Context: an optimization exercise on an open-source flow, tuned for small area. The choices shown serve that exercise and are no tape-out recipe.
In this exercise RTL edits were held to simulation tests only and were not proved equivalent to the original.

the reference run:
==> flow/design.v <==
package tl_ul_pkg;
	parameter int tl_addr_w   = 32;             
	parameter int tl_data_w   = 64;             
	parameter int tl_strb_w   = tl_data_w / 8;  
	parameter int tl_source_w = 3;              
	parameter int tl_sink_w   = 3;              
	parameter int tl_opcode_w = 3;
	parameter int tl_param_w  = 3;              
	parameter int tl_size_w   = 8;              
	parameter int tl_beat_size = 3;
	typedef enum logic [tl_opcode_w-1:0] {
		put_full_data    = 3'd0,
		put_partial_data = 3'd1,
		arithmetic_data  = 3'd2,  
		logical_data     = 3'd3,  
		get              = 3'd4,
		intent           = 3'd5,  
		acquire_block    = 3'd6,  
		acquire_perm     = 3'd7   
	} a_opcode_e;
	typedef enum logic [tl_opcode_w-1:0] {
		access_ack      = 3'd0,
		access_ack_data = 3'd1
	} d_opcode_e;
	typedef enum logic [1:0] {
		st_idle,     
		st_access,   
		st_respond   
	} slave_state_e;
endpackage
`timescale 1ns/10ps
import tl_ul_pkg::*;
module tl_slave_fsm #(
	parameter int DEPTH = 64
) (
	input  logic clk,
	input  logic rst,
	input  logic a_valid,
	input  logic d_ready,
	output logic a_ready,
	output logic d_valid,
	input  logic [$clog2(DEPTH)-1:0] idx,   
	input  logic                     bad,   
	output logic                     clr,   
	output logic                     acc    
);
	localparam int idx_w = $clog2(DEPTH);
	logic [idx_w-1:0] ptr;  
	logic [idx_w-1:0] ptr_nxt;
	assign ptr_nxt = ptr + 1'b1;
	assign acc     = a_valid & a_ready;
	always_ff @(posedge clk or posedge rst) begin
		if (rst) begin
			ptr     <= '0;
			clr     <= 1'b1;
			a_ready <= 1'b0;
			d_valid <= 1'b0;
		end else begin
			ptr <= ptr_nxt;
			if (ptr == idx_w'(DEPTH-1))
				clr <= 1'b0;
			a_ready <= a_valid & ~acc & ~(d_valid & ~d_ready) & (bad | (idx == ptr_nxt));
			if (acc)
				d_valid <= 1'b1;
			else if (d_ready)
				d_valid <= 1'b0;
		end
	end
endmodule
`timescale 1ns/10ps
import tl_ul_pkg::*;
module tl_request_decode #(
	parameter int DEPTH = 64
) (
	input  logic                       clk,
	input  logic                       acc,
	input  logic                       clr,
	input  logic [tl_opcode_w-1:0]     a_opcode,
	input  logic [tl_addr_w-1:0]       a_address,
	input  logic [tl_size_w-1:0]       a_size,
	input  logic [tl_strb_w-1:0]       a_mask,
	input  logic [tl_source_w-1:0]     a_source,
	output logic [$clog2(DEPTH)-1:0]   idx,
	output logic                       bad,
	input  logic [tl_data_w-1:0]       head,
	output logic [tl_strb_w-1:0]       wr,
	output logic [tl_strb_w-1:0]       keep,
	output logic [tl_opcode_w-1:0]     d_opcode,
	output logic [tl_param_w-1:0]      d_param,
	output logic [tl_size_w-1:0]       d_size,
	output logic [tl_sink_w-1:0]       d_sink,
	output logic [tl_source_w-1:0]     d_source,
	output logic [tl_data_w-1:0]       d_data,
	output logic                       d_error
);
	localparam int idx_w  = $clog2(DEPTH);
	localparam int idx_lo = tl_beat_size;
	logic is_full, is_partial, is_get, good;
	logic get_q;
	logic [tl_data_w-1:0] rdata_q;
	assign is_full    = (a_opcode == put_full_data);
	assign is_partial = (a_opcode == put_partial_data);
	assign is_get     = (a_opcode == get);
	assign good       = (a_size == tl_size_w'(tl_beat_size))
	                  & (a_address[tl_addr_w-1:idx_lo+idx_w] == '0);
	assign idx = a_address[idx_lo +: idx_w];
	assign bad = ~(good & (is_full | is_partial | is_get));
	assign wr   = {tl_strb_w{acc & good}} & ({tl_strb_w{is_full}} | ({tl_strb_w{is_partial}} & a_mask));
	assign keep = ~wr & {tl_strb_w{~clr}};
	always_ff @(posedge clk) begin
		if (acc) begin
			get_q    <= good & is_get;
			d_error  <= bad;
			d_size   <= a_size;
			d_source <= a_source;
		end
	end
	logic sel_h, sel_q;
	assign sel_h = acc & good & is_get & ~clr;
	assign sel_q = ~(acc & good & is_get);
	always_ff @(posedge clk) begin
		rdata_q <= ({tl_data_w{sel_h}} & head) | ({tl_data_w{sel_q}} & rdata_q);
	end
	assign d_opcode = get_q ? access_ack_data : access_ack;
	assign d_data   = rdata_q;
	assign d_param  = '0;
	assign d_sink   = '0;
endmodule
`timescale 1ns/10ps
import tl_ul_pkg::*;
module tl_byte_mem #(
	parameter int DEPTH = 64
) (
	input  logic                 clk,
	input  logic [tl_strb_w-1:0] wr,     
	input  logic [tl_strb_w-1:0] keep,   
	input  logic [tl_data_w-1:0] wdata,
	output logic [tl_data_w-1:0] head    
);
	logic [DEPTH-1:0][tl_data_w-1:0] ring;
	logic [tl_data_w-1:0]            tail;
	always_comb begin
		for (int b = 0; b < tl_strb_w; b++)
			tail[8*b +: 8] = ({8{wr[b]}} & wdata[8*b +: 8]) | ({8{keep[b]}} & ring[0][8*b +: 8]);
	end
	always_ff @(posedge clk) begin
		ring <= {tail, ring[DEPTH-1:1]};
	end
	assign head = ring[0];
endmodule
`timescale 1ns/10ps
import tl_ul_pkg::*;
module tl_ul_slave_top #(
	parameter int DEPTH = 64  
) (
	input  logic                   clk,
	input  logic                   rst,
	input  logic                   a_valid,
	output logic                   a_ready,
	input  logic [tl_opcode_w-1:0] a_opcode,
	input  logic [tl_param_w-1:0]  a_param,    
	input  logic [tl_addr_w-1:0]   a_address,
	input  logic [tl_size_w-1:0]   a_size,
	input  logic [tl_strb_w-1:0]   a_mask,
	input  logic [tl_data_w-1:0]   a_data,
	input  logic [tl_source_w-1:0] a_source,
	output logic                   d_valid,
	input  logic                   d_ready,
	output logic [tl_opcode_w-1:0] d_opcode,
	output logic [tl_param_w-1:0]  d_param,
	output logic [tl_size_w-1:0]   d_size,
	output logic [tl_sink_w-1:0]   d_sink,
	output logic [tl_source_w-1:0] d_source,
	output logic [tl_data_w-1:0]   d_data,
	output logic                   d_error
);
	logic                     clr;
	logic                     acc;
	logic                     bad;
	logic [$clog2(DEPTH)-1:0] idx;
	logic [tl_strb_w-1:0]     wr;
	logic [tl_strb_w-1:0]     keep;
	logic [tl_data_w-1:0]     head;
	tl_slave_fsm #(.DEPTH(DEPTH)) u_fsm (
		.clk     (clk),
		.rst     (rst),
		.a_valid (a_valid),
		.d_ready (d_ready),
		.a_ready (a_ready),
		.d_valid (d_valid),
		.idx     (idx),
		.bad     (bad),
		.clr     (clr),
		.acc     (acc)
	);
	tl_request_decode #(.DEPTH(DEPTH)) u_decode (
		.clk       (clk),
		.acc       (acc),
		.clr       (clr),
		.a_opcode  (a_opcode),
		.a_address (a_address),
		.a_size    (a_size),
		.a_mask    (a_mask),
		.a_source  (a_source),
		.idx       (idx),
		.bad       (bad),
		.head      (head),
		.wr        (wr),
		.keep      (keep),
		.d_opcode  (d_opcode),
		.d_param   (d_param),
		.d_size    (d_size),
		.d_sink    (d_sink),
		.d_source  (d_source),
		.d_data    (d_data),
		.d_error   (d_error)
	);
	tl_byte_mem #(.DEPTH(DEPTH)) u_mem (
		.clk   (clk),
		.wr    (wr),
		.keep  (keep),
		.wdata (a_data),
		.head  (head)
	);
endmodule
export LEC_CHECK = 0
export CAP_MARGIN = 20
export CORE_MARGIN = 2
export CORE_UTILIZATION = 65
export SLEW_MARGIN = 20
create_clock -name core_clock -period 5.5 [get_ports {clk}]
standard.sh (not shown) runs the stock make flow with config.mk's settings and CLKGATE_MAP_FILE= SYNTH_SCRIPT=/design/flow/synth_recipe.tcl, a recipe that flattens the netlist after the stock synthesis.
==> flow/flow/run.sh <==
#!/bin/bash
# Own flow: the standard layout (standard.sh) with
#  - synthesis as standard (synth_recipe.tcl), but with an area-oriented ABC
#    script for the combinational logic (flow/area_synth.tcl, flow/area.abc),
#  - the smallest buffer on every port instead of ORFS's default choice,
#  - clock tree synthesis without dummy loads, with larger sink clusters.
# Each tool's output goes to the ORFS logs under orfs/logs; make's output to
# standard_flow.log here.
set -euo pipefail
work=$(pwd)
export FLOW_SYNTH_TCL=$work/synth_recipe.tcl
export AREA_ABC_SCRIPT=$work/flow/area.abc
export BUFFER_PORTS_ARGS="-buffer_cell sky130_fd_sc_hd__buf_1"
export CTS_ARGS="-sink_clustering_enable -repair_clock_nets -dont_use_dummy_load -buf_list sky130_fd_sc_hd__buf_6 -root_buf sky130_fd_sc_hd__clkbuf_16 -sink_clustering_size 19 -sink_clustering_max_diameter 70"
sed "s#SYNTH_SCRIPT=[^ ]*#SYNTH_SCRIPT=$work/flow/area_synth.tcl#" standard.sh > area_standard.sh
grep -q "SYNTH_SCRIPT=$work/flow/area_synth.tcl" area_standard.sh
bash area_standard.sh > standard_flow.log 2>&1
==> flow/flow/area.abc <==
strash; &get -n; &st; &dch; &nf -R 1000; &put; topo; stime -c
==> flow/flow/area_synth.tcl <==
# The standard synthesis (synth_recipe.tcl, sourced unchanged), except that
# every abc call maps the combinational logic with flow/area.abc, an
# area-oriented script, in place of the script ORFS gives it. Registers are
# mapped before abc runs, so they are those of the standard synthesis.
proc abc {args} {
  set i [lsearch -exact $args -script]
  if { $i >= 0 } { set args [lreplace $args $i [expr {$i + 1}]] }
  yosys abc -script $::env(AREA_ABC_SCRIPT) {*}$args
}
source $::env(FLOW_SYNTH_TCL)
Input-level comparison between the trial run and the reference run:
==> flow/flow/run.sh <==
#!/bin/bash
# Own flow: the standard layout (standard.sh) with
#  - synthesis as standard (synth_recipe.tcl), but with an area-oriented ABC
#    script for the combinational logic (flow/area_synth.tcl, flow/area.abc),
#  - the smallest buffer on every port instead of ORFS's default choice,
#  - clock tree synthesis without dummy loads, with buf_6 buffers (more
#    load per area than clkbuf_16) on sink clusters of at most 19 flip-flops.
# Each tool's output goes to the ORFS logs under orfs/logs; make's output to
# standard_flow.log here.
set -euo pipefail
work=$(pwd)
export FLOW_SYNTH_TCL=$work/synth_recipe.tcl
export AREA_ABC_SCRIPT=$work/flow/area.abc
export BUFFER_PORTS_ARGS="-buffer_cell sky130_fd_sc_hd__buf_1"
export CTS_ARGS="-sink_clustering_enable -repair_clock_nets -dont_use_dummy_load -buf_list sky130_fd_sc_hd__buf_6 -root_buf sky130_fd_sc_hd__clkbuf_16 -sink_clustering_size 20 -sink_clustering_max_diameter 70"
sed "s#SYNTH_SCRIPT=[^ ]*#SYNTH_SCRIPT=$work/flow/area_synth.tcl#" standard.sh > area_standard.sh
grep -q "SYNTH_SCRIPT=$work/flow/area_synth.tcl" area_standard.sh
bash area_standard.sh > standard_flow.log 2>&1
==> run notes <==
- Total non-filler cell area in the finished layout: the trial run vs the reference run, no meaningful difference
- Comparing the reference run with the trial run, the clock skew came out essentially unchanged.
- Diff the reference run -> the trial run | wire length on met3 | decrease of about 16%
- There was hardly any difference in post-route core utilization between the trial run and the reference run.

## port drivers added, routing unchanged
In the flow no input, the clock included, has a driving cell. The finished layouts below were timed again as built, in two steps. Step 1 assumes that a clkbuf_16 drives the clock port and a buf_2 every other input. Step 2 moves the port delays by t, midway between the first and last clock arrival at a register: inputs arrive t later, outputs are due t later. That takes back most of the time a late clock gives input paths. Slacks: no drivers / after step 1 / after step 2; pairs: no drivers / after step 1.
run	shift t [ns]	slack for setup (ns)	cell pins on the clock port's net
the reference run	0.807	2.112 / 2.161 / 1.354	1
the trial run	0.809	2.140 / 2.187 / 1.378	1
After both steps every run listed still meets setup and hold. The setup slack of the trial run, which loses most, moves by +0.047 ns with the drivers and by -0.762 ns with both steps.
